Context: an optimization exercise on an open-source flow, tuned for small area. The choices shown serve that exercise and are no tape-out recipe.
Where RTL was checked, it was by simulation tests only, not by an equivalence proof against the original.
No activity file was given, so power comes from the tool's default toggle rates.

Setup of rev 12:
## gba_loader_top
module gba_loader_top (
	input  logic         clk_sys,
	input  logic         reset,
	input  logic         ioctl_active,
	input  logic [7:0]   ioctl_index,
	input  logic [26:0]  ioctl_addr,
	input  logic [15:0]  ioctl_data,
	input  logic         ioctl_wr,
	output logic         ioctl_wait,
	output logic         rom_valid,
	output logic [26:0]  rom_addr,
	output logic [15:0]  rom_data,
	input  logic         rom_credit,
	output logic         cheat_valid,
	output logic [127:0] cheat_code,
	input  logic         cheat_credit,
	output logic         cheat_clear,
	output logic         bios_wr,
	output logic [11:0]  bios_addr,
	output logic [31:0]  bios_data,
	input  logic         reg_wr,
	input  logic [1:0]   reg_addr,
	input  logic [31:0]  reg_wdata,
	output logic [31:0]  reg_rdata
);
==> flow/config.mk <==
export PLATFORM = sky130hd
export DESIGN_NAME = gba_loader_top
export DESIGN_NICKNAME = gba_loader_top
export VERILOG_FILES = /design/flow/design.v
export SDC_FILE = /design/flow/constraint.sdc
export NUM_CORES = 4
export LEC_CHECK = 0
export CAP_MARGIN = 20
export CORE_MARGIN = 2
export CORE_UTILIZATION = 60
export CTS_BUF_LIST = sky130_fd_sc_hd__clkbuf_16
export CTS_CLUSTER_DIAMETER = 60
export CTS_CLUSTER_SIZE = 24
export SLEW_MARGIN = 20
==> flow/constraint.sdc <==
create_clock -name core_clock -period 5.5 [get_ports {clk_sys}]
set_input_delay 1.1000 -clock core_clock [delete_from_list [all_inputs] [get_ports {clk_sys}]]
set_output_delay 1.1000 -clock core_clock [all_outputs]
set_load 0.01 [all_outputs]
standard.sh (not shown) runs the stock make flow with config.mk's settings and CLKGATE_MAP_FILE= SYNTH_SCRIPT=/design/flow/synth_recipe.tcl, a recipe that flattens the netlist after the stock synthesis.
==> flow/flow/run.sh <==
#!/bin/bash
# The standard layout with three changes:
#  - synthesis maps logic with an area-recovering ABC script (flow/abc_area.script,
#    used through ABC_AREA=1 from a copy of ORFS's scripts folder); the rest of
#    the synthesis script is unchanged, so the registers are the same;
#  - each port is buffered by the smallest buffer (buf_1) instead of the one
#    buffer_ports picks by default;
#  - buffers left in the netlist by synthesis are removed before placement.
# Each step's full output is in its own log here and under orfs/logs.
set -euo pipefail
cd "$(dirname "$0")/.."
W=$PWD
rm -rf "$W/scripts_area"
cp -r "$FLOW_HOME/scripts" "$W/scripts_area"
cp "$W/flow/abc_area.script" "$W/scripts_area/abc_area.script"
SCRIPTS_DIR="$W/scripts_area" ABC_AREA=1 bash standard.sh synth > synth.log 2>&1
export BUFFER_PORTS_ARGS="-buffer_cell sky130_fd_sc_hd__buf_1"
export REMOVE_ABC_BUFFERS=1
bash standard.sh > standard.log 2>&1
==> flow/flow/abc_area.script <==
&get -n
&st
&dch -f
&nf -R 1000
&st
&dch -f
&nf -R 1000
&put
Rev 12 went all the way through the flow, and no timing, DRC or antenna check failed.
Setup changes, rev 12 to rev 13
--- a/flow/design.v
+++ b/flow/design.v
@@ -319,14 +319,16 @@
 	logic        full0, full1;       
 	logic        rv;                 
 	logic        move;               
 	logic [1:0]  rom_out;            
 	logic [26:0] a0, a1;
 	logic [15:0] d0, d1;
+	logic [26:0] base_g;
 	logic [26:0] sum;
-	assign sum    = {ioctl_addr[26:1] + rom_base[26:1], rom_base[0]};
+	assign base_g = {rom_base[26:14], rom_base[13:1] & {13{!idx_bios}}, rom_base[0]};
+	assign sum    = {ioctl_addr[26:1] + base_g[26:1], base_g[0]};
 	assign move   = full1 && (!full0 || rv);
 	always_ff @(posedge clk_sys) begin
 		if (reset) begin
 			full0   <= 1'b0;
 			full1   <= 1'b0;
 			rv      <= 1'b0;
@@ -340,13 +342,13 @@
 	end
 	always_ff @(posedge clk_sys) begin
 		if (move) begin
 			a0 <= a1;
 			d0 <= d1;
 		end
-		if (beat) a1 <= idx_bios ? {ioctl_data[15:3], ioctl_addr[13:2], ioctl_data[2:1]} : sum;
+		if (beat) a1 <= idx_bios ? {ioctl_data[15:3], sum[13:2], ioctl_data[2:1]} : sum;
 		if (beat && !(idx_bios && ioctl_addr[1])) d1 <= ioctl_data;
 	end
 	assign rom_valid = rv;
 	assign rom_addr  = a0;
 	assign rom_data  = d0;
 	logic        bios_wr_q;
[summary]
Taking rev 13 as 1.0, rev 12 lands at 0.948 on filler cell count in the final layout.
In terms of sequential power, rev 13 and rev 12 differ only marginally.
Rev 13 completed every stage of the flow, and the final layout passed the timing, DRC and antenna checks.
Of the two values seen for capturing element of the worst setup path, a1[25]$_DFFE_PP_ was produced by rev 12 and a1[24]$_DFFE_PP_ by rev 13.
Delta (rev 13 minus rev 12): routed wire length fell by 960 µm, synthesized cell count fell by 32, fraction of the mapped netlist area in simple logic gates fell by 0.53 points, transition time of the tightest slew-check pin rose by 0.097 ns.
Routed length on met1 shrinks slightly when moving from rev 12 to rev 13.
Looking at global-route usage, rev 13 sits 0.46 points below rev 12.
For rev 12, the source of the critical timing path was ioctl_addr[1], unlike rev 13, where it was ioctl_index[0].
Worst hold slack across all endpoints came out lower on rev 13 than on rev 12.
Compared with rev 12, via count in rev 13 decreased by a few percent.
Higher total die area was reported by rev 12, not rev 13.
The portion of total power attributed to the clock network in rev 13 was lower than what rev 12 gave.
For rev 13, the worst-path cell with the longest stage delay was sky130_fd_sc_hd__a2111oi_1, unlike rev 12, where it was sky130_fd_sc_hd__o21ai_0.
Only the layout flow was run in rev 12; the RTL was not checked for function there.

[separate check: timing with driven ports]
The flow's constraints put no driver on any port. The routed layouts listed below were extracted and timed again, unchanged, in two steps.
Step 1 assumes that a clkbuf_16 drives the clock port and a buf_2 every other input.
Step 2 adds t to the input delays and takes it off the output delays; t is the mean of the earliest and latest rising clock arrival at the registers after step 1. Input paths then give back, and output paths get back, about the clock's delay inside the block.
Slacks: no drivers / after step 1 / after step 2; pairs: no drivers / after step 1.
run	shift t [ns]	setup slack, ns	worst register clock-pin slew, ns	cell pins on the clock port's net
rev 12	0.569	0.771 / 0.793 / 0.224	0.10 / 0.10	1
rev 13	0.559	0.456 / 0.486 / -0.073	0.09 / 0.09	1
Met with ideal ports but missed after step 2: setup timing in rev 13. The setup slack of rev 12, which loses most, moves by +0.022 ns with the drivers and by -0.547 ns with both steps.
